This design comes from an exercise in tuning for small area, a short achievable clock period and few clock cycles on the open sky130 flow, not from production work.
Where RTL was checked, it was by simulation tests only, not by an equivalence proof against the original.
Function not checked in run 2: the RTL went through the layout flow alone.

## flow/design.v (module list and top-level ports; edited modules follow where they fit)
// module vs_topk_insert: 51 lines
// module vs_topk_core: 418 lines
// module vs_tree: 865 lines
module vs_topk_core (
    input  logic          clk,
    input  logic          reset_n,
    input  logic          start,
    input  logic          mode,
    input  logic [11:0]   base_addr,
    input  logic [9:0]    vector_count,
    input  logic [7:0]    dim_words,
    output logic          mem_rd_en,
    output logic [11:0]   mem_addr,
    input  logic [63:0]   mem_data,
    output logic          busy,
    output logic          done,
    output logic [2:0]    topk_count,
    output logic [127:0]  topk_score,
    output logic [39:0]   topk_id
);
  // ...
==> flow/flow/run.sh <==
#!/bin/bash
# Layout: the standard ORFS flow with three changes:
#  1. after the standard synthesis, flow/polarity.py removes inverters by
#     choosing the polarity of signals around full adders (self-dual), gates
#     with a complementary twin (and2/nand2, ...) and xor2/xnor2;
#     registers are untouched;
#  2. the port buffers inserted during placement are sky130_fd_sc_hd__buf_1
#     (buffer_ports' own choice is the slower, larger clkdlybuf4s50_1);
#  3. repair_timing is asked for 10.8 ns of setup slack at the 15 ns clock.
set -euo pipefail
WH=$(grep -o 'WORK_HOME=[^ ]*' standard.sh | head -1 | cut -d= -f2)
RES="$WH/results/sky130hd/vs_topk_core/base"
bash standard.sh synth > make_synth.log 2>&1
cp "$RES/1_2_yosys.v" yosys_standard.v
python3 flow/polarity.py yosys_standard.v "$RES/1_2_yosys.v" > polarity.log 2>&1
bash standard.sh do-1_synth > make_synth_odb.log 2>&1
bash standard.sh finish "BUFFER_PORTS_ARGS=-buffer_cell sky130_fd_sc_hd__buf_1" SETUP_SLACK_MARGIN=10.8 > make_finish.log 2>&1
==> flow/flow/polarity.py <==
#!/usr/bin/env python3
"""Inverter minimisation on a mapped sky130 netlist (Yosys write_verilog form).

Chooses the polarity in which each signal is produced, to remove inverters:
  - sky130_fd_sc_hd__fa_1 is self-dual, FA(~a, ~b, ~c) = (~cout, ~sum), so a
    full adder may work on the complements of its input and output signals;
  - a gate with a complementary twin of the same pins and size _1
    (and2/nand2, a21o/a21oi, mux2/mux2i, ...) may produce the complement of
    its output by becoming the twin;
  - xor2/xnor2 take either polarity of each input and give either polarity
    of their output (xor2 <-> xnor2).
All inverters between cells are removed, then one sky130_fd_sc_hd__inv_1 is
added per signal still needed in the polarity it is not produced in. A
greedy search minimises inverter area plus the area of the chosen gates.
Registers, ports and every other cell are kept as they are.

usage: polarity.py IN.v OUT.v
"""
import re, sys

P = "sky130_fd_sc_hd__"
OUTPINS = {"X", "Y", "Q", "Q_N", "SUM", "COUT", "HI", "LO", "GCLK"}
INV_AREA = 3.7536
AREA = {"and2_1": 6.256, "nand2_1": 3.7536, "or2_1": 6.256, "nor2_1": 3.7536,
        "and3_1": 6.256, "nand3_1": 5.0048, "or3_1": 6.256, "nor3_1": 5.0048,
        "and4_1": 8.7584, "nand4_1": 6.256, "or4_1": 7.5072, "nor4_1": 6.256,
        "a21o_1": 7.5072, "a21oi_1": 5.0048, "o21a_1": 7.5072, "o21ai_0": 5.0048,
        "o21ai_1": 5.0048, "a22o_1": 8.7584, "a22oi_1": 7.5072, "a211o_1": 8.7584,
        "a211oi_1": 7.5072, "o211a_1": 10.0096, "o211ai_1": 7.5072, "a31o_1": 8.7584,
        "a31oi_1": 6.256, "o31a_1": 8.7584, "o31ai_1": 7.5072, "mux2_1": 11.2608,
        "mux2i_1": 10.0096, "and2b_1": 7.5072, "nand2b_1": 6.256, "or2b_1": 7.5072,
        "nor2b_1": 6.256, "a21bo_1": 10.0096, "a21boi_0": 7.5072, "o21ba_1": 10.0096,
        "o21bai_1": 7.5072, "and3b_1": 8.7584, "nand3b_1": 7.5072, "or3b_1": 8.7584,
        "nor3b_1": 7.5072, "and4b_1": 10.0096, "nand4b_1": 8.7584, "or4b_1": 10.0096,
        "nor4b_1": 8.7584, "o22a_1": 8.7584, "o22ai_1": 6.256}
PAIRS = [("and2_1", "nand2_1"), ("or2_1", "nor2_1"), ("and3_1", "nand3_1"),
         ("or3_1", "nor3_1"), ("and4_1", "nand4_1"), ("or4_1", "nor4_1"),
         ("a21o_1", "a21oi_1"), ("o21a_1", "o21ai_0"), ("a22o_1", "a22oi_1"),
         ("a211o_1", "a211oi_1"), ("o211a_1", "o211ai_1"), ("a31o_1", "a31oi_1"),
         ("o31a_1", "o31ai_1"), ("mux2_1", "mux2i_1"), ("and2b_1", "nand2b_1"),
         ("or2b_1", "nor2b_1"), ("a21bo_1", "a21boi_0"), ("o21ba_1", "o21bai_1"),
         ("and3b_1", "nand3b_1"), ("or3b_1", "nor3b_1"), ("and4b_1", "nand4b_1"),
         ("or4b_1", "nor4b_1"), ("o22a_1", "o22ai_1")]
TWIN = {}
for a, b in PAIRS:
    TWIN[a] = b
    TWIN[b] = a
TWIN["o21ai_1"] = "o21a_1"
XOR = {"xor2_1": 0, "xnor2_1": 1}
XOUT = {a for a, b in PAIRS} | {"xor2_1"}


def main(src, dst):
    lines = open(src).read().split("\n")
    cells, tmpl, ports = [], [], set()
    inst_start = re.compile(r"^\s*(sky130_fd_sc_hd__\w+)\s+(\S+)\s*\($")
    pin_re = re.compile(r"^\s*\.(\w+)\((.*)\),?$")
    i = 0
    while i < len(lines):
        ln = lines[i]
        m = inst_start.match(ln)
        if m:
            pins = []
            i += 1
            while not lines[i].strip().startswith(");"):
                pm = pin_re.match(lines[i])
                assert pm, lines[i]
                pins.append([pm.group(1), pm.group(2).strip()])
                i += 1
            cells.append({"type": m.group(1)[len(P):], "name": m.group(2), "pins": pins})
            tmpl.append(("CELL", len(cells) - 1))
            i += 1
            continue
        pm = re.match(r"^\s*(input|output|inout)\s+(\[[^\]]*\]\s*)?(\S+);", ln)
        if pm:
            ports.add(pm.group(3))
        if re.match(r"^\s*assign\b", ln):
            raise SystemExit("assign statements not supported")
        tmpl.append(("TXT", ln))
        i += 1

    def is_port(net):
        n = net.split()[0] if net.startswith("\\") else net
        return re.sub(r"\[\d+\]$", "", n) in ports

    drv = {}
    for ci, c in enumerate(cells):
        for p, n in c["pins"]:
            if p in OUTPINS:
                drv[n] = (ci, p)

    def is_inv(c):
        return re.match(r"(clk)?inv_\d+$", c["type"]) is not None

    coll = {ci for ci, c in enumerate(cells)
            if is_inv(c) and not is_port(dict(c["pins"])["Y"])}

    memo = {}
    def base(net):
        if net not in memo:
            d = drv.get(net)
            if d is not None and d[0] in coll:
                L, p = base(dict(cells[d[0]]["pins"])["A"])
                memo[net] = (L, p ^ 1)
            else:
                memo[net] = (net, 0)
        return memo[net]

    # kinds: 0 fixed, 1 full adder, 2 twin gate, 3 xor
    kind = [0] * len(cells)
    for ci, c in enumerate(cells):
        if ci in coll:
            continue
        outs = [n for p, n in c["pins"] if p in OUTPINS]
        if any(is_port(n) for n in outs):
            continue
        if c["type"] == "fa_1":
            kind[ci] = 1
        elif c["type"] in TWIN:
            kind[ci] = 2
        elif c["type"] in XOR:
            kind[ci] = 3
    flip = [0] * len(cells)

    demands = {}
    for ci, c in enumerate(cells):
        if ci in coll:
            continue
        for k, (p, n) in enumerate(c["pins"]):
            if p in OUTPINS or n.startswith("1'b"):
                continue
            L, pr = base(n)
            demands.setdefault(L, []).append((ci, k, pr))
    for n in drv:
        if is_port(n):
            L, pr = base(n)
            demands.setdefault(L, []).append((None, None, pr))

    def avail(L):
        d = drv.get(L)
        return flip[d[0]] if d is not None else 0

    def cost(L):
        av = avail(L)
        for ci, k, pr in demands.get(L, ()):
            if ci is not None and kind[ci] == 3:
                continue
            want = pr ^ (flip[ci] if ci is not None and kind[ci] == 1 else 0)
            if want != av:
                return INV_AREA
        return 0.0

    def gate_area(ci):
        if kind[ci] != 2:
            return 0.0
        t = cells[ci]["type"]
        return AREA[TWIN[t]] if flip[ci] else AREA[t]

    aff = {}
    for ci in range(len(cells)):
        if kind[ci] == 0:
            continue
        s = {n for p, n in cells[ci]["pins"] if p in OUTPINS}
        if kind[ci] == 1:
            s |= {base(n)[0] for p, n in cells[ci]["pins"]
                  if p not in OUTPINS and not n.startswith("1'b")}
        aff[ci] = s

    def total():
        return sum(cost(L) for L in demands) + sum(gate_area(ci) for ci in aff)

    before = total()
    import random
    rng = random.Random(1)
    keys = list(aff)
    def delta(ci):
        s_ = aff[ci]
        c0 = sum(cost(L) for L in s_) + gate_area(ci)
        flip[ci] ^= 1
        c1 = sum(cost(L) for L in s_) + gate_area(ci)
        flip[ci] ^= 1
        return c1 - c0
    cur = before
    best, bestflip = cur, list(flip)
    steps = 2000 * len(keys)
    for it in range(steps):
        temp = 4.0 * (1.0 - it / steps) + 0.01
        ci = rng.choice(keys)
        d = delta(ci)
        if d <= 0 or rng.random() < pow(2.718281828, -d / temp):
            flip[ci] ^= 1
            cur += d
            if cur < best - 1e-9:
                best, bestflip = cur, list(flip)
    flip[:] = bestflip
    for _ in range(30):
        changed = False
        for ci in keys:
            if delta(ci) < -1e-9:
                flip[ci] ^= 1
                changed = True
        if not changed:
            break
    after = total()

    compl = {}
    for L in demands:
        if cost(L):
            compl[L] = f"_pol{len(compl)}_"

    def phys(L, want):
        return L if want == avail(L) else compl[L]

    newpins = {}
    newtype = {}
    for L, ds in demands.items():
        for ci, k, pr in ds:
            if ci is None:
                continue
            if kind[ci] == 3:
                newpins[(ci, k)] = L
            else:
                want = pr ^ (flip[ci] if kind[ci] == 1 else 0)
                newpins[(ci, k)] = phys(L, want)
    for ci in aff:
        c = cells[ci]
        if kind[ci] == 2 and flip[ci]:
            newtype[ci] = TWIN[c["type"]]
        elif kind[ci] == 3:
            par = XOR[c["type"]] ^ flip[ci]
            for k, (p, n) in enumerate(c["pins"]):
                if p in OUTPINS or n.startswith("1'b"):
                    continue
                L, pr = base(n)
                par ^= pr ^ avail(L)
            newtype[ci] = "xnor2_1" if par else "xor2_1"

    def esc(n):
        return n + " " if n.startswith("\\") else n

    out = []
    for kd, v in tmpl:
        if kd == "TXT":
            if v.strip() == "endmodule":
                for L, nn in compl.items():
                    out.append(f"  {P}inv_1 {nn}inv (\n    .A({esc(L)}),\n    .Y({nn})\n  );")
            out.append(v)
            continue
        ci = v
        if ci in coll:
            continue
        c = cells[ci]
        t = newtype.get(ci, c["type"])
        pl = []
        for k, (p, n) in enumerate(c["pins"]):
            if p in ("X", "Y") and ci in newtype:
                p = "X" if t in XOUT else "Y"
            pl.append(f"    .{p}({esc(newpins.get((ci, k), n))})")
        out.append(f"  {P}{t} {c['name']} (\n" + ",\n".join(pl) + "\n  );")
    txt = "\n".join(out)
    k = txt.index("  " + P)
    txt = txt[:k] + "".join(f"  wire {nn};\n" for nn in compl.values()) + txt[k:]
    open(dst, "w").write(txt)
    nfa = sum(1 for ci in aff if kind[ci] == 1 and flip[ci])
    ntw = sum(1 for ci in aff if kind[ci] == 2 and flip[ci])
    print(f"polarity: {len(coll)} inverters -> {len(compl)}; {nfa} full adders complemented, "
          f"{ntw} gates swapped for their twin; area of inverters and twin gates "
          f"{before:.1f} -> {after:.1f} um2")


if __name__ == "__main__":
    main(sys.argv[1], sys.argv[2])
==> flow/standard.sh <==
#!/bin/bash
# synth_recipe.tcl (not shown) runs the flow's synth.tcl, then flattens the netlist and writes it again
# the make line also repeats each setting of config.mk as NAME=value (left out here)
make -C /OpenROAD-flow-scripts/flow DESIGN_CONFIG=/design/flow/config.mk WORK_HOME=/design/flow/orfs CLKGATE_MAP_FILE= SYNTH_SCRIPT=/design/flow/synth_recipe.tcl "${@:-finish}"
==> flow/config.mk <==
export PLATFORM = sky130hd
export DESIGN_NAME = vs_topk_core
export DESIGN_NICKNAME = vs_topk_core
export VERILOG_FILES = /design/flow/design.v
export SDC_FILE = /design/flow/constraint.sdc
export NUM_CORES = 4
export LEC_CHECK = 0
export CAP_MARGIN = 20
export CORE_MARGIN = 2
export CORE_UTILIZATION = 60
export CTS_BUF_LIST = sky130_fd_sc_hd__clkbuf_8
export CTS_CLUSTER_DIAMETER = 100
export CTS_CLUSTER_SIZE = 12
export SLEW_MARGIN = 20
==> flow/constraint.sdc <==
create_clock -name core_clock -period 15.0 [get_ports {clk}]
set_input_delay 3.0000 -clock core_clock [delete_from_list [all_inputs] [get_ports {clk}]]
set_output_delay 3.0000 -clock core_clock [all_outputs]
set_load 0.01 [all_outputs]
==> flow_summary.json, run 1 <==
{
  "met3_usage": 0.04672,
  "min_to": "f3_q$_DFF_P_",
  "multi_input_cells": 1915,
  "required_ps": 12000,
  "clkSlewWorstSetupHoldPaths_ps": 80,
  "initial_utilization": 0.6101,
  "syn2layout_area_growth_pct": 14.26,
  "numCtsBuffers": 36,
  "reg2reg_depth": 11,
  "dominant_cells": "multi-input gates",
  "wl_met3_um": 4209,
  "worst_slew_pin_slew_ps": 1006,
  "fmax_mhz": 235.3,
  "hp-class": "register to register",
  "final_nets": 3619,
  "wl_met1_um": 28970,
  "maxCapViolCount": 0,
  "endpoint_kind": "output pin",
  "outcome": "finished clean",
  "rrSetupSlack_ps": 10880,
  "min_path_cells": 0,
  "antenna_found_initial": 0,
  "cts_tree": "done",
  "place_inst": 3491,
  "dr.pass1.iters": 5,
  "layout_common_cells": "nand2_1 (339), inv_1 (330), fa_1 (263)",
  "numClockSinks": 371,
  "die-area_sq_um": 45590,
  "syn_area_per_cell_sq_um": 9.712,
  "grt-ovfl-total": 0,
  "syn_area_sq_um": 26340,
  "fin_util": 0.6971,
  "layout-drive-gt1-share": 0.1828,
  "hold_viol_final": 0,
  "vias_per_cell": 5.747,
  "synth_nets": 3306,
  "worstSetupPathType": "register to output pin"
}
Testbench counts, summed over its fixed seeds: cycles 128,284.
==> module vs_topk_insert, before the edit <==
module vs_topk_insert (
    input  logic               clk,
    input  logic               clr,
    input  logic               ins_valid,
    input  logic signed [26:0] ins_score,
    input  logic [9:0]         ins_id,
    output logic [2:0]         count,
    output logic [127:0]       score_flat,
    output logic [39:0]        id_flat
);
    logic signed [26:0] score_q [4];
    logic [9:0]         id_q    [4];
    logic [2:0]         count_q;
    logic [3:0]         take;
    wire signed [26:0] in_score = clr ? 27'sd0 : ins_score;
    wire [9:0]         in_id    = clr ? 10'd0  : ins_id;
    always_comb
        for (int i = 0; i < 4; i++)
            take[i] = (count_q <= 3'(i)) || (ins_score > score_q[i]);
    logic [3:0] sel_h, sel_s, sel_n;
    always_comb
        for (int i = 0; i < 4; i++) begin
            sel_s[i] = (i > 0) && !clr && ins_valid && take[(i > 0) ? i - 1 : 0];
            sel_n[i] = (clr || (ins_valid && take[i])) && !sel_s[i];
            sel_h[i] = !(clr || (ins_valid && take[i]));
        end
    always_ff @(posedge clk) begin
        if (!sel_h[0]) begin
            score_q[0] <= in_score;
            id_q[0]    <= in_id;
        end
        for (int i = 1; i < 4; i++) begin
            score_q[i] <= ({27{sel_h[i]}} & score_q[i])
                        | ({27{sel_s[i]}} & score_q[i - 1])
                        | ({27{sel_n[i]}} & in_score);
            id_q[i]    <= ({10{sel_h[i]}} & id_q[i])
                        | ({10{sel_s[i]}} & id_q[i - 1])
                        | ({10{sel_n[i]}} & in_id);
        end
        if (clr)
            count_q <= 3'd0;
        else if (ins_valid && count_q != 3'd4)
            count_q <= count_q + 3'd1;
    end
    always_comb
        for (int i = 0; i < 4; i++) begin
            score_flat[32*i +: 32] = {{5{score_q[i][26]}}, score_q[i]};
            id_flat[10*i +: 10]    = id_q[i];
        end
    assign count = count_q;
endmodule
==> module vs_topk_core, before the edit <==
module vs_topk_core (
    input  logic          clk,
    input  logic          reset_n,
    input  logic          start,
    input  logic          mode,
    input  logic [11:0]   base_addr,
    input  logic [9:0]    vector_count,
    input  logic [7:0]    dim_words,
    output logic          mem_rd_en,
    output logic [11:0]   mem_addr,
    input  logic [63:0]   mem_data,
    output logic          busy,
    output logic          done,
    output logic [2:0]    topk_count,
    output logic [127:0]  topk_score,
    output logic [39:0]   topk_id
);
    logic        busy_q, done_q, rd_q, mode_q, first_q;
    logic [11:0] addr_q;
    logic [7:0]  dim_q, wcnt_q;
    logic [9:0]  vrem_q;
    wire accept = start & ~busy_q;
    wire empty  = (vector_count == 10'd0) | (dim_words == 8'd0);
    wire eov    = (wcnt_q == 8'd1);
    wire fin    = eov & (vrem_q == 10'd1);
    logic f1_q, f2_q, f3_q;
    logic l1_q, l2_q, l3_q, l4_q;
    logic z1_q, z2_q, z3_q, z4_q;
    logic        clr_q, empty_q;
    always_ff @(posedge clk) begin
        if (!reset_n) begin
            busy_q  <= 1'b0;
            done_q  <= 1'b0;
            rd_q    <= 1'b0;
            clr_q   <= 1'b0;
            empty_q <= 1'b0;
            l1_q <= 1'b0; l2_q <= 1'b0; l3_q <= 1'b0; l4_q <= 1'b0;
            z1_q <= 1'b0; z2_q <= 1'b0; z3_q <= 1'b0; z4_q <= 1'b0;
        end else begin
            clr_q   <= accept;
            empty_q <= accept & empty;
            done_q  <= empty_q | z4_q;
            busy_q  <= busy_q ? ~(empty_q | z4_q) : start;
            rd_q    <= rd_q ? ~fin : (accept & ~empty);
            l1_q <= rd_q & eov; l2_q <= l1_q; l3_q <= l2_q; l4_q <= l3_q;
            z1_q <= rd_q & fin; z2_q <= z1_q; z3_q <= z2_q; z4_q <= z3_q;
        end
    end
    logic ldn_q, dot_q, kl_q;
    always_ff @(posedge clk) begin
        if (!reset_n) ldn_q <= 1'b1;
        else          ldn_q <= rd_q ? fin : ~(accept & ~empty);
    end
    always_ff @(posedge clk) begin
        first_q <= ~rd_q | eov;
        f1_q <= first_q; f2_q <= f1_q; f3_q <= f2_q;
        if (!busy_q) begin
            mode_q <= mode;
            dot_q  <= ~mode;
        end
        if (!reset_n)     kl_q <= 1'b0;
        else if (!busy_q) kl_q <= mode;
        if (ldn_q) begin
            addr_q <= base_addr;
            dim_q  <= dim_words;
            wcnt_q <= dim_words;
            vrem_q <= vector_count;
        end else begin
            addr_q <= addr_q + 12'd1;
            if (eov) begin
                wcnt_q <= dim_q;
                vrem_q <= vrem_q - 10'd1;
            end else begin
                wcnt_q <= wcnt_q - 8'd1;
            end
        end
    end
    assign mem_rd_en = rd_q;
    assign mem_addr  = addr_q;
    assign busy      = busy_q;
    assign done      = done_q;
    logic [31:0] pp_p;
    logic [31:0] pp_q;
    logic [3:0]  pp_r;
    always_ff @(posedge clk) begin
        for (int l = 0; l < 4; l++) begin
            logic [7:0] a, b;
            logic [8:0] x;
            a = mem_data[16*l +: 8];
            b = mem_data[16*l+8 +: 8];
            x = {a[7], a} - {b[7], b};
            pp_p[8*l +: 8] <= mode_q ? x[8:1] : a;
            pp_q[8*l +: 8] <= mode_q ? x[8:1] : b;
            pp_r[l]        <= mode_q & x[0];
        end
    end
    logic [19:0] tr1, tr2, tr3;
    vs_tree u_tree (.pp_p(pp_p), .pp_q(pp_q), .pp_r(pp_r), .tr1(tr1), .tr2(tr2), .tr3(tr3));
    logic [19:0] r1_q, r2_q, r3_q;
    always_ff @(posedge clk) begin
        r1_q <= dot_q ? {2'b00, tr1[19:2]} : ~tr1;
        r2_q <= dot_q ? {2'b00, tr2[19:2]} : ~tr2;
        r3_q <= dot_q ? {2'b00, tr3[19:2]} : ~tr3;
    end
    logic [26:0] acc_q;
    logic [26:0] sa1, sa2;
    wire s0 = acc_q[0] & ~f3_q;
    wire s1 = r1_q[0];
    wire s2 = r2_q[0];
    wire s3 = r3_q[0];
    wire s4 = kl_q;
    wire s5 = acc_q[1] & ~f3_q;
    wire s6 = r1_q[1];
    wire s7 = r2_q[1];
    wire s8 = r3_q[1];
    wire s9 = kl_q;
    wire s10 = acc_q[2] & ~f3_q;
    wire s11 = r1_q[2];
    wire s12 = r2_q[2];
    wire s13 = r3_q[2];
    wire s14 = acc_q[3] & ~f3_q;
    wire s15 = r1_q[3];
    wire s16 = r2_q[3];
    wire s17 = r3_q[3];
    wire s18 = acc_q[4] & ~f3_q;
    wire s19 = r1_q[4];
    wire s20 = r2_q[4];
    wire s21 = r3_q[4];
    wire s22 = acc_q[5] & ~f3_q;
    wire s23 = r1_q[5];
    wire s24 = r2_q[5];
    wire s25 = r3_q[5];
    wire s26 = acc_q[6] & ~f3_q;
    wire s27 = r1_q[6];
    wire s28 = r2_q[6];
    wire s29 = r3_q[6];
    wire s30 = acc_q[7] & ~f3_q;
    wire s31 = r1_q[7];
    wire s32 = r2_q[7];
    wire s33 = r3_q[7];
    wire s34 = acc_q[8] & ~f3_q;
    wire s35 = r1_q[8];
    wire s36 = r2_q[8];
    wire s37 = r3_q[8];
    wire s38 = acc_q[9] & ~f3_q;
    wire s39 = r1_q[9];
    wire s40 = r2_q[9];
    wire s41 = r3_q[9];
    wire s42 = ~kl_q;
    wire s43 = acc_q[10] & ~f3_q;
    wire s44 = r1_q[10];
    wire s45 = r2_q[10];
    wire s46 = r3_q[10];
    wire s47 = acc_q[11] & ~f3_q;
    wire s48 = r1_q[11];
    wire s49 = r2_q[11];
    wire s50 = r3_q[11];
    wire s51 = kl_q;
    wire s52 = acc_q[12] & ~f3_q;
    wire s53 = r1_q[12];
    wire s54 = r2_q[12];
    wire s55 = r3_q[12];
    wire s56 = kl_q;
    wire s57 = acc_q[13] & ~f3_q;
    wire s58 = r1_q[13];
    wire s59 = r2_q[13];
    wire s60 = r3_q[13];
    wire s61 = kl_q;
    wire s62 = acc_q[14] & ~f3_q;
    wire s63 = r1_q[14];
    wire s64 = r2_q[14];
    wire s65 = r3_q[14];
    wire s66 = kl_q;
    wire s67 = acc_q[15] & ~f3_q;
    wire s68 = r1_q[15];
    wire s69 = r2_q[15];
    wire s70 = r3_q[15];
    wire s71 = kl_q;
    wire s72 = acc_q[16] & ~f3_q;
    wire s73 = r1_q[16];
    wire s74 = r2_q[16];
    wire s75 = r3_q[16];
    wire s76 = kl_q;
    wire s77 = acc_q[17] & ~f3_q;
    wire s78 = r1_q[17];
    wire s79 = r2_q[17];
    wire s80 = r3_q[17];
    wire s81 = 1'b1;
    wire s82 = acc_q[18] & ~f3_q;
    wire s83 = r1_q[18];
    wire s84 = r2_q[18];
    wire s85 = r3_q[18];
    wire s86 = 1'b1;
    wire s87 = acc_q[19] & ~f3_q;
    wire s88 = r1_q[19];
    wire s89 = r2_q[19];
    wire s90 = r3_q[19];
    wire s91 = ~kl_q;
    wire s92 = acc_q[20] & ~f3_q;
    wire s93 = 1'b1;
    wire s94 = acc_q[21] & ~f3_q;
    wire s95 = ~kl_q;
    wire s96 = acc_q[22] & ~f3_q;
    wire s97 = 1'b1;
    wire s98 = acc_q[23] & ~f3_q;
    wire s99 = 1'b1;
    wire s100 = acc_q[24] & ~f3_q;
    wire s101 = 1'b1;
    wire s102 = acc_q[25] & ~f3_q;
    wire s103 = 1'b1;
    wire s104 = acc_q[26] & ~f3_q;
    wire s105 = 1'b1;
    wire s106 = s0 ^ s1;
    wire s107 = s0 & s1;
    wire s108 = s5 ^ s6 ^ s7;
    wire s109 = (s5 & s6) | (s5 & s7) | (s6 & s7);
    wire s110 = s10 ^ s11;
    wire s111 = s10 & s11;
    wire s112 = s14 ^ s15;
    wire s113 = s14 & s15;
    wire s114 = s18 ^ s19;
    wire s115 = s18 & s19;
    wire s116 = s22 ^ s23;
    wire s117 = s22 & s23;
    wire s118 = s26 ^ s27;
    wire s119 = s26 & s27;
    wire s120 = s30 ^ s31;
    wire s121 = s30 & s31;
    wire s122 = s34 ^ s35;
    wire s123 = s34 & s35;
    wire s124 = s38 ^ s39 ^ s40;
    wire s125 = (s38 & s39) | (s38 & s40) | (s39 & s40);
    wire s126 = s43 ^ s44;
    wire s127 = s43 & s44;
    wire s128 = s47 ^ s48 ^ s49;
    wire s129 = (s47 & s48) | (s47 & s49) | (s48 & s49);
    wire s130 = s52 ^ s53 ^ s54;
    wire s131 = (s52 & s53) | (s52 & s54) | (s53 & s54);
    wire s132 = s57 ^ s58 ^ s59;
    wire s133 = (s57 & s58) | (s57 & s59) | (s58 & s59);
    wire s134 = s62 ^ s63 ^ s64;
    wire s135 = (s62 & s63) | (s62 & s64) | (s63 & s64);
    wire s136 = s67 ^ s68 ^ s69;
    wire s137 = (s67 & s68) | (s67 & s69) | (s68 & s69);
    wire s138 = s72 ^ s73 ^ s74;
    wire s139 = (s72 & s73) | (s72 & s74) | (s73 & s74);
    wire s140 = s77 ^ s78 ^ s79;
    wire s141 = (s77 & s78) | (s77 & s79) | (s78 & s79);
    wire s142 = s82 ^ s83 ^ s84;
    wire s143 = (s82 & s83) | (s82 & s84) | (s83 & s84);
    wire s144 = s87 ^ s88 ^ s89;
    wire s145 = (s87 & s88) | (s87 & s89) | (s88 & s89);
    wire s146 = s2 ^ s3;
    wire s147 = s2 & s3;
    wire s148 = s8 ^ s9 ^ s107;
    wire s149 = (s8 & s9) | (s8 & s107) | (s9 & s107);
    wire s150 = s12 ^ s13 ^ s109;
    wire s151 = (s12 & s13) | (s12 & s109) | (s13 & s109);
    wire s152 = s16 ^ s17 ^ s111;
    wire s153 = (s16 & s17) | (s16 & s111) | (s17 & s111);
    wire s154 = s20 ^ s21 ^ s113;
    wire s155 = (s20 & s21) | (s20 & s113) | (s21 & s113);
    wire s156 = s24 ^ s25 ^ s115;
    wire s157 = (s24 & s25) | (s24 & s115) | (s25 & s115);
    wire s158 = s28 ^ s29 ^ s117;
    wire s159 = (s28 & s29) | (s28 & s117) | (s29 & s117);
    wire s160 = s32 ^ s33 ^ s119;
    wire s161 = (s32 & s33) | (s32 & s119) | (s33 & s119);
    wire s162 = s36 ^ s37 ^ s121;
    wire s163 = (s36 & s37) | (s36 & s121) | (s37 & s121);
    wire s164 = s41 ^ s42 ^ s123;
    wire s165 = (s41 & s42) | (s41 & s123) | (s42 & s123);
    wire s166 = s45 ^ s46 ^ s125;
    wire s167 = (s45 & s46) | (s45 & s125) | (s46 & s125);
    wire s168 = s50 ^ s51 ^ s127;
    wire s169 = (s50 & s51) | (s50 & s127) | (s51 & s127);
    wire s170 = s55 ^ s56 ^ s129;
    wire s171 = (s55 & s56) | (s55 & s129) | (s56 & s129);
    wire s172 = s60 ^ s61 ^ s131;
    wire s173 = (s60 & s61) | (s60 & s131) | (s61 & s131);
    wire s174 = s65 ^ s66 ^ s133;
    wire s175 = (s65 & s66) | (s65 & s133) | (s66 & s133);
    wire s176 = s70 ^ s71 ^ s135;
    wire s177 = (s70 & s71) | (s70 & s135) | (s71 & s135);
    wire s178 = s75 ^ s76 ^ s137;
    wire s179 = (s75 & s76) | (s75 & s137) | (s76 & s137);
    wire s180 = s80 ^ s81 ^ s139;
    wire s181 = (s80 & s81) | (s80 & s139) | (s81 & s139);
    wire s182 = s85 ^ s86 ^ s141;
    wire s183 = (s85 & s86) | (s85 & s141) | (s86 & s141);
    wire s184 = s90 ^ s91 ^ s143;
    wire s185 = (s90 & s91) | (s90 & s143) | (s91 & s143);
    wire s186 = s92 ^ s93;
    wire s187 = s92 & s93;
    wire s188 = s4 ^ s106;
    wire s189 = s4 & s106;
    wire s190 = s108 ^ s147 ^ s148;
    wire s191 = (s108 & s147) | (s108 & s148) | (s147 & s148);
    wire s192 = s110 ^ s149 ^ s150;
    wire s193 = (s110 & s149) | (s110 & s150) | (s149 & s150);
    wire s194 = s112 ^ s151 ^ s152;
    wire s195 = (s112 & s151) | (s112 & s152) | (s151 & s152);
    wire s196 = s114 ^ s153 ^ s154;
    wire s197 = (s114 & s153) | (s114 & s154) | (s153 & s154);
    wire s198 = s116 ^ s155 ^ s156;
    wire s199 = (s116 & s155) | (s116 & s156) | (s155 & s156);
    wire s200 = s118 ^ s157 ^ s158;
    wire s201 = (s118 & s157) | (s118 & s158) | (s157 & s158);
    wire s202 = s120 ^ s159 ^ s160;
    wire s203 = (s120 & s159) | (s120 & s160) | (s159 & s160);
    wire s204 = s122 ^ s161 ^ s162;
    wire s205 = (s122 & s161) | (s122 & s162) | (s161 & s162);
    wire s206 = s124 ^ s163 ^ s164;
    wire s207 = (s124 & s163) | (s124 & s164) | (s163 & s164);
    wire s208 = s126 ^ s165 ^ s166;
    wire s209 = (s126 & s165) | (s126 & s166) | (s165 & s166);
    wire s210 = s128 ^ s167 ^ s168;
    wire s211 = (s128 & s167) | (s128 & s168) | (s167 & s168);
    wire s212 = s130 ^ s169 ^ s170;
    wire s213 = (s130 & s169) | (s130 & s170) | (s169 & s170);
    wire s214 = s132 ^ s171 ^ s172;
    wire s215 = (s132 & s171) | (s132 & s172) | (s171 & s172);
    wire s216 = s134 ^ s173 ^ s174;
    wire s217 = (s134 & s173) | (s134 & s174) | (s173 & s174);
    wire s218 = s136 ^ s175 ^ s176;
    wire s219 = (s136 & s175) | (s136 & s176) | (s175 & s176);
    wire s220 = s138 ^ s177 ^ s178;
    wire s221 = (s138 & s177) | (s138 & s178) | (s177 & s178);
    wire s222 = s140 ^ s179 ^ s180;
    wire s223 = (s140 & s179) | (s140 & s180) | (s179 & s180);
    wire s224 = s142 ^ s181 ^ s182;
    wire s225 = (s142 & s181) | (s142 & s182) | (s181 & s182);
    wire s226 = s144 ^ s183 ^ s184;
    wire s227 = (s144 & s183) | (s144 & s184) | (s183 & s184);
    wire s228 = s145 ^ s185 ^ s186;
    wire s229 = (s145 & s185) | (s145 & s186) | (s185 & s186);
    wire s230 = s94 ^ s95 ^ s187;
    wire s231 = (s94 & s95) | (s94 & s187) | (s95 & s187);
    wire s232 = s96 ^ s97;
    wire s233 = s96 & s97;
    wire s234 = s98 ^ s99;
    wire s235 = s98 & s99;
    wire s236 = s100 ^ s101;
    wire s237 = s100 & s101;
    wire s238 = s102 ^ s103;
    wire s239 = s102 & s103;
    wire s240 = s104 ^ s105;
    wire s241 = s104 & s105;
    assign sa1[0] = s146;
    assign sa2[0] = s188;
    assign sa1[1] = s189;
    assign sa2[1] = s190;
    assign sa1[2] = s191;
    assign sa2[2] = s192;
    assign sa1[3] = s193;
    assign sa2[3] = s194;
    assign sa1[4] = s195;
    assign sa2[4] = s196;
    assign sa1[5] = s197;
    assign sa2[5] = s198;
    assign sa1[6] = s199;
    assign sa2[6] = s200;
    assign sa1[7] = s201;
    assign sa2[7] = s202;
    assign sa1[8] = s203;
    assign sa2[8] = s204;
    assign sa1[9] = s205;
    assign sa2[9] = s206;
    assign sa1[10] = s207;
    assign sa2[10] = s208;
    assign sa1[11] = s209;
    assign sa2[11] = s210;
    assign sa1[12] = s211;
    assign sa2[12] = s212;
    assign sa1[13] = s213;
    assign sa2[13] = s214;
    assign sa1[14] = s215;
    assign sa2[14] = s216;
    assign sa1[15] = s217;
    assign sa2[15] = s218;
    assign sa1[16] = s219;
    assign sa2[16] = s220;
    assign sa1[17] = s221;
    assign sa2[17] = s222;
    assign sa1[18] = s223;
    assign sa2[18] = s224;
    assign sa1[19] = s225;
    assign sa2[19] = s226;
    assign sa1[20] = s227;
    assign sa2[20] = s228;
    assign sa1[21] = s229;
    assign sa2[21] = s230;
    assign sa1[22] = s231;
    assign sa2[22] = s232;
    assign sa1[23] = s233;
    assign sa2[23] = s234;
    assign sa1[24] = s235;
    assign sa2[24] = s236;
    assign sa1[25] = s237;
    assign sa2[25] = s238;
    assign sa1[26] = s239;
    assign sa2[26] = s240;
    always_ff @(posedge clk)
        acc_q <= sa1 + sa2;
    logic [9:0] idc_q;
    always_ff @(posedge clk)
        idc_q <= clr_q ? 10'd0 : idc_q + {9'd0, l4_q};
    vs_topk_insert u_insert (
        .clk        (clk),
        .clr        (clr_q),
        .ins_valid  (l4_q),
        .ins_score  (acc_q),
        .ins_id     (idc_q),
        .count      (topk_count),
        .score_flat (topk_score),
        .id_flat    (topk_id)
    );
endmodule
==> run 2, diff against run 1 <==
--- a/flow/design.v
+++ b/flow/design.v
@@ -31,35 +31,27 @@
     logic [9:0]         id_q    [4];
     logic [2:0]         count_q;
     logic [3:0]         take;
     wire signed [26:0] in_score = clr ? 27'sd0 : ins_score;
     wire [9:0]         in_id    = clr ? 10'd0  : ins_id;
     always_comb
         for (int i = 0; i < 4; i++)
             take[i] = (count_q <= 3'(i)) || (ins_score > score_q[i]);
-    logic [3:0] sel_h, sel_s, sel_n;
-    always_comb
-        for (int i = 0; i < 4; i++) begin
-            sel_s[i] = (i > 0) && !clr && ins_valid && take[(i > 0) ? i - 1 : 0];
-            sel_n[i] = (clr || (ins_valid && take[i])) && !sel_s[i];
-            sel_h[i] = !(clr || (ins_valid && take[i]));
-        end
     always_ff @(posedge clk) begin
-        if (!sel_h[0]) begin
-            score_q[0] <= in_score;
-            id_q[0]    <= in_id;
-        end
-        for (int i = 1; i < 4; i++) begin
-            score_q[i] <= ({27{sel_h[i]}} & score_q[i])
-                        | ({27{sel_s[i]}} & score_q[i - 1])
-                        | ({27{sel_n[i]}} & in_score);
-            id_q[i]    <= ({10{sel_h[i]}} & id_q[i])
-                        | ({10{sel_s[i]}} & id_q[i - 1])
-                        | ({10{sel_n[i]}} & in_id);
+        for (int i = 0; i < 4; i++) begin
+            if (clr || (ins_valid && take[i])) begin
+                if (i > 0 && !clr && take[(i > 0) ? i - 1 : 0]) begin
+                    score_q[i] <= score_q[(i > 0) ? i - 1 : 0];
+                    id_q[i]    <= id_q[(i > 0) ? i - 1 : 0];
+                end else begin
+                    score_q[i] <= in_score;
+                    id_q[i]    <= in_id;
+                end
+            end
         end
         if (clr)
             count_q <= 3'd0;
         else if (ins_valid && count_q != 3'd4)
             count_q <= count_q + 3'd1;
     end
     always_comb
         for (int i = 0; i < 4; i++) begin
@@ -111,30 +103,28 @@
             empty_q <= accept & empty;
             done_q  <= empty_q | z4_q;
             busy_q  <= busy_q ? ~(empty_q | z4_q) : start;
             rd_q    <= rd_q ? ~fin : (accept & ~empty);
             l1_q <= rd_q & eov; l2_q <= l1_q; l3_q <= l2_q; l4_q <= l3_q;
             z1_q <= rd_q & fin; z2_q <= z1_q; z3_q <= z2_q; z4_q <= z3_q;
         end
     end
-    logic ldn_q, dot_q, kl_q;
+    logic ldn_q, dot_q;
     always_ff @(posedge clk) begin
         if (!reset_n) ldn_q <= 1'b1;
         else          ldn_q <= rd_q ? fin : ~(accept & ~empty);
     end
     always_ff @(posedge clk) begin
         first_q <= ~rd_q | eov;
         f1_q <= first_q; f2_q <= f1_q; f3_q <= f2_q;
         if (!busy_q) begin
             mode_q <= mode;
             dot_q  <= ~mode;
         end
-        if (!reset_n)     kl_q <= 1'b0;
-        else if (!busy_q) kl_q <= mode;
         if (ldn_q) begin
             addr_q <= base_addr;
             dim_q  <= dim_words;
             wcnt_q <= dim_words;
             vrem_q <= vector_count;
         end else begin
             addr_q <= addr_q + 12'd1;
             if (eov) begin
@@ -159,324 +149,28 @@
             a = mem_data[16*l +: 8];
             b = mem_data[16*l+8 +: 8];
             x = {a[7], a} - {b[7], b};
             pp_p[8*l +: 8] <= mode_q ? x[8:1] : a;
             pp_q[8*l +: 8] <= mode_q ? x[8:1] : b;
             pp_r[l]        <= mode_q & x[0];
         end
     end
-    logic [19:0] tr1, tr2, tr3;
-    vs_tree u_tree (.pp_p(pp_p), .pp_q(pp_q), .pp_r(pp_r), .tr1(tr1), .tr2(tr2), .tr3(tr3));
-    logic [19:0] r1_q, r2_q, r3_q;
+    logic [19:0] tr1, tr2;
+    vs_tree u_tree (.pp_p(pp_p), .pp_q(pp_q), .pp_r(pp_r), .tr1(tr1), .tr2(tr2));
+    logic [19:0] r1_q, r2_q;
     always_ff @(posedge clk) begin
         r1_q <= dot_q ? {2'b00, tr1[19:2]} : ~tr1;
         r2_q <= dot_q ? {2'b00, tr2[19:2]} : ~tr2;
-        r3_q <= dot_q ? {2'b00, tr3[19:2]} : ~tr3;
     end
     logic [26:0] acc_q;
-    logic [26:0] sa1, sa2;
-    wire s0 = acc_q[0] & ~f3_q;
-    wire s1 = r1_q[0];
-    wire s2 = r2_q[0];
-    wire s3 = r3_q[0];
-    wire s4 = kl_q;
-    wire s5 = acc_q[1] & ~f3_q;
-    wire s6 = r1_q[1];
-    wire s7 = r2_q[1];
-    wire s8 = r3_q[1];
-    wire s9 = kl_q;
-    wire s10 = acc_q[2] & ~f3_q;
-    wire s11 = r1_q[2];
-    wire s12 = r2_q[2];
-    wire s13 = r3_q[2];
-    wire s14 = acc_q[3] & ~f3_q;
-    wire s15 = r1_q[3];
-    wire s16 = r2_q[3];
-    wire s17 = r3_q[3];
-    wire s18 = acc_q[4] & ~f3_q;
-    wire s19 = r1_q[4];
-    wire s20 = r2_q[4];
-    wire s21 = r3_q[4];
-    wire s22 = acc_q[5] & ~f3_q;
-    wire s23 = r1_q[5];
-    wire s24 = r2_q[5];
-    wire s25 = r3_q[5];
-    wire s26 = acc_q[6] & ~f3_q;
-    wire s27 = r1_q[6];
-    wire s28 = r2_q[6];
-    wire s29 = r3_q[6];
-    wire s30 = acc_q[7] & ~f3_q;
-    wire s31 = r1_q[7];
-    wire s32 = r2_q[7];
-    wire s33 = r3_q[7];
-    wire s34 = acc_q[8] & ~f3_q;
-    wire s35 = r1_q[8];
-    wire s36 = r2_q[8];
-    wire s37 = r3_q[8];
-    wire s38 = acc_q[9] & ~f3_q;
-    wire s39 = r1_q[9];
-    wire s40 = r2_q[9];
-    wire s41 = r3_q[9];
-    wire s42 = ~kl_q;
-    wire s43 = acc_q[10] & ~f3_q;
-    wire s44 = r1_q[10];
-    wire s45 = r2_q[10];
-    wire s46 = r3_q[10];
-    wire s47 = acc_q[11] & ~f3_q;
-    wire s48 = r1_q[11];
-    wire s49 = r2_q[11];
-    wire s50 = r3_q[11];
-    wire s51 = kl_q;
-    wire s52 = acc_q[12] & ~f3_q;
-    wire s53 = r1_q[12];
-    wire s54 = r2_q[12];
-    wire s55 = r3_q[12];
-    wire s56 = kl_q;
-    wire s57 = acc_q[13] & ~f3_q;
-    wire s58 = r1_q[13];
-    wire s59 = r2_q[13];
-    wire s60 = r3_q[13];
-    wire s61 = kl_q;
-    wire s62 = acc_q[14] & ~f3_q;
-    wire s63 = r1_q[14];
-    wire s64 = r2_q[14];
-    wire s65 = r3_q[14];
-    wire s66 = kl_q;
-    wire s67 = acc_q[15] & ~f3_q;
-    wire s68 = r1_q[15];
-    wire s69 = r2_q[15];
-    wire s70 = r3_q[15];
-    wire s71 = kl_q;
-    wire s72 = acc_q[16] & ~f3_q;
-    wire s73 = r1_q[16];
-    wire s74 = r2_q[16];
-    wire s75 = r3_q[16];
-    wire s76 = kl_q;
-    wire s77 = acc_q[17] & ~f3_q;
-    wire s78 = r1_q[17];
-    wire s79 = r2_q[17];
-    wire s80 = r3_q[17];
-    wire s81 = 1'b1;
-    wire s82 = acc_q[18] & ~f3_q;
-    wire s83 = r1_q[18];
-    wire s84 = r2_q[18];
-    wire s85 = r3_q[18];
-    wire s86 = 1'b1;
-    wire s87 = acc_q[19] & ~f3_q;
-    wire s88 = r1_q[19];
-    wire s89 = r2_q[19];
-    wire s90 = r3_q[19];
-    wire s91 = ~kl_q;
-    wire s92 = acc_q[20] & ~f3_q;
-    wire s93 = 1'b1;
-    wire s94 = acc_q[21] & ~f3_q;
-    wire s95 = ~kl_q;
-    wire s96 = acc_q[22] & ~f3_q;
-    wire s97 = 1'b1;
-    wire s98 = acc_q[23] & ~f3_q;
-    wire s99 = 1'b1;
-    wire s100 = acc_q[24] & ~f3_q;
-    wire s101 = 1'b1;
-    wire s102 = acc_q[25] & ~f3_q;
-    wire s103 = 1'b1;
-    wire s104 = acc_q[26] & ~f3_q;
-    wire s105 = 1'b1;
-    wire s106 = s0 ^ s1;
-    wire s107 = s0 & s1;
-    wire s108 = s5 ^ s6 ^ s7;
-    wire s109 = (s5 & s6) | (s5 & s7) | (s6 & s7);
-    wire s110 = s10 ^ s11;
-    wire s111 = s10 & s11;
-    wire s112 = s14 ^ s15;
-    wire s113 = s14 & s15;
-    wire s114 = s18 ^ s19;
-    wire s115 = s18 & s19;
-    wire s116 = s22 ^ s23;
-    wire s117 = s22 & s23;
-    wire s118 = s26 ^ s27;
-    wire s119 = s26 & s27;
-    wire s120 = s30 ^ s31;
-    wire s121 = s30 & s31;
-    wire s122 = s34 ^ s35;
-    wire s123 = s34 & s35;
-    wire s124 = s38 ^ s39 ^ s40;
-    wire s125 = (s38 & s39) | (s38 & s40) | (s39 & s40);
-    wire s126 = s43 ^ s44;
-    wire s127 = s43 & s44;
-    wire s128 = s47 ^ s48 ^ s49;
-    wire s129 = (s47 & s48) | (s47 & s49) | (s48 & s49);
-    wire s130 = s52 ^ s53 ^ s54;
-    wire s131 = (s52 & s53) | (s52 & s54) | (s53 & s54);
-    wire s132 = s57 ^ s58 ^ s59;
-    wire s133 = (s57 & s58) | (s57 & s59) | (s58 & s59);
-    wire s134 = s62 ^ s63 ^ s64;
-    wire s135 = (s62 & s63) | (s62 & s64) | (s63 & s64);
-    wire s136 = s67 ^ s68 ^ s69;
-    wire s137 = (s67 & s68) | (s67 & s69) | (s68 & s69);
-    wire s138 = s72 ^ s73 ^ s74;
-    wire s139 = (s72 & s73) | (s72 & s74) | (s73 & s74);
-    wire s140 = s77 ^ s78 ^ s79;
-    wire s141 = (s77 & s78) | (s77 & s79) | (s78 & s79);
-    wire s142 = s82 ^ s83 ^ s84;
-    wire s143 = (s82 & s83) | (s82 & s84) | (s83 & s84);
-    wire s144 = s87 ^ s88 ^ s89;
-    wire s145 = (s87 & s88) | (s87 & s89) | (s88 & s89);
-    wire s146 = s2 ^ s3;
-    wire s147 = s2 & s3;
-    wire s148 = s8 ^ s9 ^ s107;
-    wire s149 = (s8 & s9) | (s8 & s107) | (s9 & s107);
-    wire s150 = s12 ^ s13 ^ s109;
-    wire s151 = (s12 & s13) | (s12 & s109) | (s13 & s109);
-    wire s152 = s16 ^ s17 ^ s111;
-    wire s153 = (s16 & s17) | (s16 & s111) | (s17 & s111);
-    wire s154 = s20 ^ s21 ^ s113;
-    wire s155 = (s20 & s21) | (s20 & s113) | (s21 & s113);
-    wire s156 = s24 ^ s25 ^ s115;
-    wire s157 = (s24 & s25) | (s24 & s115) | (s25 & s115);
-    wire s158 = s28 ^ s29 ^ s117;
-    wire s159 = (s28 & s29) | (s28 & s117) | (s29 & s117);
-    wire s160 = s32 ^ s33 ^ s119;
-    wire s161 = (s32 & s33) | (s32 & s119) | (s33 & s119);
-    wire s162 = s36 ^ s37 ^ s121;
-    wire s163 = (s36 & s37) | (s36 & s121) | (s37 & s121);
-    wire s164 = s41 ^ s42 ^ s123;
-    wire s165 = (s41 & s42) | (s41 & s123) | (s42 & s123);
-    wire s166 = s45 ^ s46 ^ s125;
-    wire s167 = (s45 & s46) | (s45 & s125) | (s46 & s125);
-    wire s168 = s50 ^ s51 ^ s127;
-    wire s169 = (s50 & s51) | (s50 & s127) | (s51 & s127);
-    wire s170 = s55 ^ s56 ^ s129;
-    wire s171 = (s55 & s56) | (s55 & s129) | (s56 & s129);
-    wire s172 = s60 ^ s61 ^ s131;
-    wire s173 = (s60 & s61) | (s60 & s131) | (s61 & s131);
-    wire s174 = s65 ^ s66 ^ s133;
-    wire s175 = (s65 & s66) | (s65 & s133) | (s66 & s133);
-    wire s176 = s70 ^ s71 ^ s135;
-    wire s177 = (s70 & s71) | (s70 & s135) | (s71 & s135);
-    wire s178 = s75 ^ s76 ^ s137;
-    wire s179 = (s75 & s76) | (s75 & s137) | (s76 & s137);
-    wire s180 = s80 ^ s81 ^ s139;
-    wire s181 = (s80 & s81) | (s80 & s139) | (s81 & s139);
-    wire s182 = s85 ^ s86 ^ s141;
-    wire s183 = (s85 & s86) | (s85 & s141) | (s86 & s141);
-    wire s184 = s90 ^ s91 ^ s143;
-    wire s185 = (s90 & s91) | (s90 & s143) | (s91 & s143);
-    wire s186 = s92 ^ s93;
-    wire s187 = s92 & s93;
-    wire s188 = s4 ^ s106;
-    wire s189 = s4 & s106;
-    wire s190 = s108 ^ s147 ^ s148;
-    wire s191 = (s108 & s147) | (s108 & s148) | (s147 & s148);
-    wire s192 = s110 ^ s149 ^ s150;
-    wire s193 = (s110 & s149) | (s110 & s150) | (s149 & s150);
-    wire s194 = s112 ^ s151 ^ s152;
-    wire s195 = (s112 & s151) | (s112 & s152) | (s151 & s152);
-    wire s196 = s114 ^ s153 ^ s154;
-    wire s197 = (s114 & s153) | (s114 & s154) | (s153 & s154);
-    wire s198 = s116 ^ s155 ^ s156;
-    wire s199 = (s116 & s155) | (s116 & s156) | (s155 & s156);
-    wire s200 = s118 ^ s157 ^ s158;
-    wire s201 = (s118 & s157) | (s118 & s158) | (s157 & s158);
-    wire s202 = s120 ^ s159 ^ s160;
-    wire s203 = (s120 & s159) | (s120 & s160) | (s159 & s160);
-    wire s204 = s122 ^ s161 ^ s162;
-    wire s205 = (s122 & s161) | (s122 & s162) | (s161 & s162);
-    wire s206 = s124 ^ s163 ^ s164;
-    wire s207 = (s124 & s163) | (s124 & s164) | (s163 & s164);
-    wire s208 = s126 ^ s165 ^ s166;
-    wire s209 = (s126 & s165) | (s126 & s166) | (s165 & s166);
-    wire s210 = s128 ^ s167 ^ s168;
-    wire s211 = (s128 & s167) | (s128 & s168) | (s167 & s168);
-    wire s212 = s130 ^ s169 ^ s170;
-    wire s213 = (s130 & s169) | (s130 & s170) | (s169 & s170);
-    wire s214 = s132 ^ s171 ^ s172;
-    wire s215 = (s132 & s171) | (s132 & s172) | (s171 & s172);
-    wire s216 = s134 ^ s173 ^ s174;
-    wire s217 = (s134 & s173) | (s134 & s174) | (s173 & s174);
-    wire s218 = s136 ^ s175 ^ s176;
-    wire s219 = (s136 & s175) | (s136 & s176) | (s175 & s176);
-    wire s220 = s138 ^ s177 ^ s178;
-    wire s221 = (s138 & s177) | (s138 & s178) | (s177 & s178);
-    wire s222 = s140 ^ s179 ^ s180;
-    wire s223 = (s140 & s179) | (s140 & s180) | (s179 & s180);
-    wire s224 = s142 ^ s181 ^ s182;
-    wire s225 = (s142 & s181) | (s142 & s182) | (s181 & s182);
-    wire s226 = s144 ^ s183 ^ s184;
-    wire s227 = (s144 & s183) | (s144 & s184) | (s183 & s184);
-    wire s228 = s145 ^ s185 ^ s186;
-    wire s229 = (s145 & s185) | (s145 & s186) | (s185 & s186);
-    wire s230 = s94 ^ s95 ^ s187;
-    wire s231 = (s94 & s95) | (s94 & s187) | (s95 & s187);
-    wire s232 = s96 ^ s97;
-    wire s233 = s96 & s97;
-    wire s234 = s98 ^ s99;
-    wire s235 = s98 & s99;
-    wire s236 = s100 ^ s101;
-    wire s237 = s100 & s101;
-    wire s238 = s102 ^ s103;
-    wire s239 = s102 & s103;
-    wire s240 = s104 ^ s105;
-    wire s241 = s104 & s105;
-    assign sa1[0] = s146;
-    assign sa2[0] = s188;
-    assign sa1[1] = s189;
-    assign sa2[1] = s190;
-    assign sa1[2] = s191;
-    assign sa2[2] = s192;
-    assign sa1[3] = s193;
-    assign sa2[3] = s194;
-    assign sa1[4] = s195;
-    assign sa2[4] = s196;
-    assign sa1[5] = s197;
-    assign sa2[5] = s198;
-    assign sa1[6] = s199;
-    assign sa2[6] = s200;
-    assign sa1[7] = s201;
-    assign sa2[7] = s202;
-    assign sa1[8] = s203;
-    assign sa2[8] = s204;
-    assign sa1[9] = s205;
-    assign sa2[9] = s206;
-    assign sa1[10] = s207;
-    assign sa2[10] = s208;
-    assign sa1[11] = s209;
-    assign sa2[11] = s210;
-    assign sa1[12] = s211;
-    assign sa2[12] = s212;
-    assign sa1[13] = s213;
-    assign sa2[13] = s214;
-    assign sa1[14] = s215;
-    assign sa2[14] = s216;
-    assign sa1[15] = s217;
-    assign sa2[15] = s218;
-    assign sa1[16] = s219;
-    assign sa2[16] = s220;
-    assign sa1[17] = s221;
-    assign sa2[17] = s222;
-    assign sa1[18] = s223;
-    assign sa2[18] = s224;
-    assign sa1[19] = s225;
-    assign sa2[19] = s226;
-    assign sa1[20] = s227;
-    assign sa2[20] = s228;
-    assign sa1[21] = s229;
-    assign sa2[21] = s230;
-    assign sa1[22] = s231;
-    assign sa2[22] = s232;
-    assign sa1[23] = s233;
-    assign sa2[23] = s234;
-    assign sa1[24] = s235;
-    assign sa2[24] = s236;
-    assign sa1[25] = s237;
-    assign sa2[25] = s238;
-    assign sa1[26] = s239;
-    assign sa2[26] = s240;
+    wire  [26:0] acc_base = f3_q ? 27'd0 : acc_q;
+    wire  [26:0] acc_k = dot_q ? 27'h7FE0200 : 27'h7E7F802;
     always_ff @(posedge clk)
-        acc_q <= sa1 + sa2;
+        acc_q <= acc_base + {7'd0, r1_q} + {7'd0, r2_q} + acc_k;
     logic [9:0] idc_q;
     always_ff @(posedge clk)
         idc_q <= clr_q ? 10'd0 : idc_q + {9'd0, l4_q};
     vs_topk_insert u_insert (
         .clk        (clk),
         .clr        (clr_q),
         .ins_valid  (l4_q),
         .ins_score  (acc_q),
@@ -486,18 +180,17 @@
         .id_flat    (topk_id)
     );
 endmodule
 module vs_tree (
     input  logic [31:0] pp_p,
     input  logic [31:0] pp_q,
     input  logic [3:0]  pp_r,
     output logic [19:0] tr1,
-    output logic [19:0] tr2,
-    output logic [19:0] tr3
+    output logic [19:0] tr2
 );
     wire t0 = pp_p[0] & pp_q[0];
     wire t1 = pp_p[0] & pp_q[1];
     wire t2 = pp_p[0] & pp_q[2];
     wire t3 = pp_p[0] & pp_q[3];
     wire t4 = pp_p[0] & pp_q[4];
     wire t5 = pp_p[0] & pp_q[5];
     wire t6 = pp_p[0] & pp_q[6];
@@ -1285,69 +978,83 @@
     wire t788 = t747 ^ t749 ^ t750;
     wire t789 = (t747 & t749) | (t747 & t750) | (t749 & t750);
     wire t790 = t751 ^ t753 ^ t754;
     wire t791 = (t751 & t753) | (t751 & t754) | (t753 & t754);
     wire t792 = t755 ^ t757 ^ t758;
     wire t793 = (t755 & t757) | (t755 & t758) | (t757 & t758);
     wire t794 = t701 ^ t703 ^ t759;
     wire t795 = (t701 & t703) | (t701 & t759) | (t703 & t759);
-    assign tr1[0] = t218;
-    assign tr2[0] = t291;
-    assign tr3[0] = t762;
+    wire t796 = t218 ^ t291;
+    wire t797 = t218 & t291;
+    wire t798 = t622 ^ t704;
+    wire t799 = t622 & t704;
+    wire t800 = t708 ^ t765 ^ t766;
+    wire t801 = (t708 & t765) | (t708 & t766) | (t765 & t766);
+    wire t802 = t712 ^ t767 ^ t768;
+    wire t803 = (t712 & t767) | (t712 & t768) | (t767 & t768);
+    wire t804 = t716 ^ t769 ^ t770;
+    wire t805 = (t716 & t769) | (t716 & t770) | (t769 & t770);
+    wire t806 = t720 ^ t771 ^ t772;
+    wire t807 = (t720 & t771) | (t720 & t772) | (t771 & t772);
+    wire t808 = t724 ^ t773 ^ t774;
+    wire t809 = (t724 & t773) | (t724 & t774) | (t773 & t774);
+    wire t810 = t728 ^ t775 ^ t776;
+    wire t811 = (t728 & t775) | (t728 & t776) | (t775 & t776);
+    wire t812 = t732 ^ t777 ^ t778;
+    wire t813 = (t732 & t777) | (t732 & t778) | (t777 & t778);
+    wire t814 = t736 ^ t779 ^ t780;
+    wire t815 = (t736 & t779) | (t736 & t780) | (t779 & t780);
+    wire t816 = t740 ^ t781 ^ t782;
+    wire t817 = (t740 & t781) | (t740 & t782) | (t781 & t782);
+    wire t818 = t744 ^ t783 ^ t784;
+    wire t819 = (t744 & t783) | (t744 & t784) | (t783 & t784);
+    wire t820 = t748 ^ t785 ^ t786;
+    wire t821 = (t748 & t785) | (t748 & t786) | (t785 & t786);
+    wire t822 = t752 ^ t787 ^ t788;
+    wire t823 = (t752 & t787) | (t752 & t788) | (t787 & t788);
+    wire t824 = t756 ^ t789 ^ t790;
+    wire t825 = (t756 & t789) | (t756 & t790) | (t789 & t790);
+    wire t826 = t760 ^ t791 ^ t792;
+    wire t827 = (t760 & t791) | (t760 & t792) | (t791 & t792);
+    wire t828 = t761 ^ t793 ^ t794;
+    wire t829 = (t761 & t793) | (t761 & t794) | (t793 & t794);
+    assign tr1[0] = t762;
+    assign tr2[0] = t796;
     assign tr1[1] = t763;
-    assign tr2[1] = 1'b0;
-    assign tr3[1] = 1'b0;
-    assign tr1[2] = t622;
-    assign tr2[2] = t704;
-    assign tr3[2] = t764;
-    assign tr1[3] = t708;
-    assign tr2[3] = t765;
-    assign tr3[3] = t766;
-    assign tr1[4] = t712;
-    assign tr2[4] = t767;
-    assign tr3[4] = t768;
-    assign tr1[5] = t716;
-    assign tr2[5] = t769;
-    assign tr3[5] = t770;
-    assign tr1[6] = t720;
-    assign tr2[6] = t771;
-    assign tr3[6] = t772;
-    assign tr1[7] = t724;
-    assign tr2[7] = t773;
-    assign tr3[7] = t774;
-    assign tr1[8] = t728;
-    assign tr2[8] = t775;
-    assign tr3[8] = t776;
-    assign tr1[9] = t732;
-    assign tr2[9] = t777;
-    assign tr3[9] = t778;
-    assign tr1[10] = t736;
-    assign tr2[10] = t779;
-    assign tr3[10] = t780;
-    assign tr1[11] = t740;
-    assign tr2[11] = t781;
-    assign tr3[11] = t782;
-    assign tr1[12] = t744;
-    assign tr2[12] = t783;
-    assign tr3[12] = t784;
-    assign tr1[13] = t748;
-    assign tr2[13] = t785;
-    assign tr3[13] = t786;
-    assign tr1[14] = t752;
-    assign tr2[14] = t787;
-    assign tr3[14] = t788;
-    assign tr1[15] = t756;
-    assign tr2[15] = t789;
-    assign tr3[15] = t790;
-    assign tr1[16] = t760;
-    assign tr2[16] = t791;
-    assign tr3[16] = t792;
-    assign tr1[17] = t761;
-    assign tr2[17] = t793;
-    assign tr3[17] = t794;
+    assign tr2[1] = t797;
+    assign tr1[2] = t764;
+    assign tr2[2] = t798;
+    assign tr1[3] = t799;
+    assign tr2[3] = t800;
+    assign tr1[4] = t801;
+    assign tr2[4] = t802;
+    assign tr1[5] = t803;
+    assign tr2[5] = t804;
+    assign tr1[6] = t805;
+    assign tr2[6] = t806;
+    assign tr1[7] = t807;
+    assign tr2[7] = t808;
+    assign tr1[8] = t809;
+    assign tr2[8] = t810;
+    assign tr1[9] = t811;
+    assign tr2[9] = t812;
+    assign tr1[10] = t813;
+    assign tr2[10] = t814;
+    assign tr1[11] = t815;
+    assign tr2[11] = t816;
+    assign tr1[12] = t817;
+    assign tr2[12] = t818;
+    assign tr1[13] = t819;
+    assign tr2[13] = t820;
+    assign tr1[14] = t821;
+    assign tr2[14] = t822;
+    assign tr1[15] = t823;
+    assign tr2[15] = t824;
+    assign tr1[16] = t825;
+    assign tr2[16] = t826;
+    assign tr1[17] = t827;
+    assign tr2[17] = t828;
     assign tr1[18] = t795;
-    assign tr2[18] = 1'b0;
-    assign tr3[18] = 1'b0;
+    assign tr2[18] = t829;
     assign tr1[19] = 1'b0;
     assign tr2[19] = 1'b0;
-    assign tr3[19] = 1'b0;
 endmodule
==> flow/flow/run.sh (replaced) <==
#!/bin/bash
# Layout: the standard ORFS flow with three changes:
#  1. after the standard synthesis, flow/polarity.py removes inverters by
#     choosing the polarity of signals around full adders (self-dual), gates
#     with a complementary twin (and2/nand2, ...) and xor2/xnor2;
#     registers are untouched;
#  2. the port buffers inserted during placement are sky130_fd_sc_hd__buf_1
#     (buffer_ports' own choice is the slower, larger clkdlybuf4s50_1);
#  3. repair_timing is asked for 10.5 ns of setup slack at the 15 ns clock.
set -euo pipefail
WH=$(grep -o 'WORK_HOME=[^ ]*' standard.sh | head -1 | cut -d= -f2)
RES="$WH/results/sky130hd/vs_topk_core/base"
bash standard.sh synth > make_synth.log 2>&1
cp "$RES/1_2_yosys.v" yosys_standard.v
python3 flow/polarity.py yosys_standard.v "$RES/1_2_yosys.v" > polarity.log 2>&1
bash standard.sh do-1_synth > make_synth_odb.log 2>&1
bash standard.sh finish "BUFFER_PORTS_ARGS=-buffer_cell sky130_fd_sc_hd__buf_1" SETUP_SLACK_MARGIN=10.5 > make_finish.log 2>&1
==> flow_summary.json, run 2 <==
{
  "largest_register_ffs": 108,
  "dr.pass1.iters": 7,
  "clkLatencyLatePin_ps": 640,
  "vias_per_cell": 5.571,
  "worstSetupPathType": "register to register",
  "layout-drive-gt1-share": 0.08734,
  "critPathMaxFanout": 6,
  "endpoint_kind": "register",
  "yosysWarnings": 4,
  "num_vias": 19019,
  "fin_crit_ps": 4486,
  "setup_viol": 0,
  "regMostFlops": "u_insert.score_q",
  "grt_pass1_vias": 19289,
  "grt_pass1_wl_um": 102800,
  "numClockSinks": 353,
  "ctsHoldBuffers": 0,
  "antenna_found_initial": 1,
  "timing.setup.tns_ps": 0,
  "critPathArrivalTime_ps": 4980,
  "boundaryPins": 284,
  "dp_hpwl_um": 51810,
  "maxCapViolCount": 0,
  "syn2layout_area_growth_pct": 9.801,
  "final_max_slew_viol_count": 0,
  "die-area_sq_um": 45520,
  "cts_root_buf": "clkbuf_8",
  "grt_max_degree": 104,
  "wl_per_cell_um": 19.50,
  "reg2reg_depth": 11,
  "top_regs": "u_insert.score_q x108, u_insert.id_q x40",
  "fin_crit_sh": 0.2991,
  "synthCells": 2536,
  "worst_slew_pin_slew_ps": 1101,
  "syn_area_sq_um": 26300,
  "skew_ps": 44.90,
  "die-width_um": 213.4,
  "core_sq_um": 43170,
  "ant_nets": 0,
  "final_nets": 3396,
  "final.fill_count": 3516,
  "rsz0062_at_grt": "true",
  "port_buffers": 283,
  "clkSlewWorstSetupHoldPaths_ps": 80,
  "multi_input_area_sq_um": 16260,
  "outcome": "finished clean",
  "fmax_mhz": 222.9,
  "required_ps": 15490,
  "syn_area_per_cell_sq_um": 10.37,
  "synth_nets": 3128,
  "min_path_cells": 0,
  "htreeDepth": 2,
  "drt_wl_total_um": 66580,
  "grt-ovfl-total": 0,
  "hold_viol_final": 0,
  "gp_congestion": 0.9249,
  "drtIter0Drc": 1222,
  "cts_max_path_buffers": 3,
  "crit_path_start_kind": "register",
  "row_count": 76,
  "hp-class": "register to register",
  "holdWs_ps": 333.2,
  "final_common_cell": "nand2_1",
  "slew_headroom": 0.2659,
  "drcViolationCount": 0,
  "seqCellArea_sq_um": 8922,
  "initial_utilization": 0.6091,
  "fp.dieH_um": 213.4,
  "cts_tree": "done",
  "layout_common_cells": "nand2_1 (292), inv_1 (290), buf_1 (283)",
  "numCtsBuffers": 35,
  "grt.total_usage": 0.2957
}
## run 2: per-stage QoR
stage	std cells	worst slack, ps	instance area, sq um	util
global route	3414	10390	28870	0.6688
floorplan	2536	10500	26340	-
detailed placement	3333	10180	27840	0.6448
finish	3414	10510	28870	0.6688
CTS	3404	10470	28680	0.6643
global placement	3332	10220	27820	0.6444
## run 2: cell type report
class,instances,area share
Inverter,273,0.03549
Clock inverter,23,0.003337
Tap cell,585,0.02535
Clock buffer,38,0.01811
Timing Repair Buffer,316,0.04563
Multi-Input combinational cell,1825,0.5630
Antenna cell,1,0.00008667
Sequential cell,353,0.3090
## run 2: path summary, 6_finish.rpt
check                                      from         endpoint  slack [ps]
worst min register to register     f2_q$_DFF_P_     f3_q$_DFF_P_         330
worst max register to register  pp_p[3]$_DFF_P_  r2_q[9]$_DFF_P_       10510
worst max-delay path            pp_p[3]$_DFF_P_  r2_q[9]$_DFF_P_       10510
worst min-delay path               f2_q$_DFF_P_     f3_q$_DFF_P_         330
## run 2: critical path: stages, from the launching register on
cell and delay [ps]:
dfxtp_4 370, and2_4 140, fa_2 570, fa_2 460
fa_2 360, fa_2 540, fa_2 440, fa_2 350
fa_1 540, fa_1 440, nor2_1 110, a21oi_1 50
## run 2: timing repair
action	4_1_cts	5_1_grt
endpoints found under the setup margin	17	18
resized for setup	84	61
pin swaps	15	20
setup buffers	10	9
hold endpoints to repair	0	0
## run 2: per-layer routing
metal | track usage | wire length (um) | part of all wire | up-vias
met2 | 0.5196 | 33320 | 0.50 | 600
met3 | 0.04657 | 3631 | 0.055 | 162
li1 | - | - | - | 8923
met1 | 0.3629 | 26690 | 0.40 | 9334
met4 | 0.1264 | 2937 | 0.044 | 0
met5 | 0 | 0 | 0 | -

-- static timing again, ports no longer ideal --
Ports are ideal in the flow. The routed layouts listed here were re-timed in OpenROAD.
Step 1, drivers: a clkbuf_16 drives clk and a buf_2 each remaining input, both assumed.
Step 2 adds t to the input delays and takes it off the output delays; t is the mean of the earliest and latest rising clock arrival at the registers after step 1. Input paths then give back, and output paths get back, about the clock's delay inside the block.
a / b / c = ideal ports / drivers / drivers and shift; a / b = the first two.
run	t, ns	slack for setup (ns)	worst register clock-pin slew, ns	worst data-port slew with drivers (ns)
run 1	0.680	10.749 / 10.692 / 10.195	0.10 / 0.10	0.06
run 2	0.675	10.514 / 10.514 / 10.175	0.12 / 0.12	0.06
After both steps setup and hold are still met in every run listed. For run 1, which loses most, drivers alone change the setup slack by -0.057 ns; drivers and shift together by -0.554 ns.
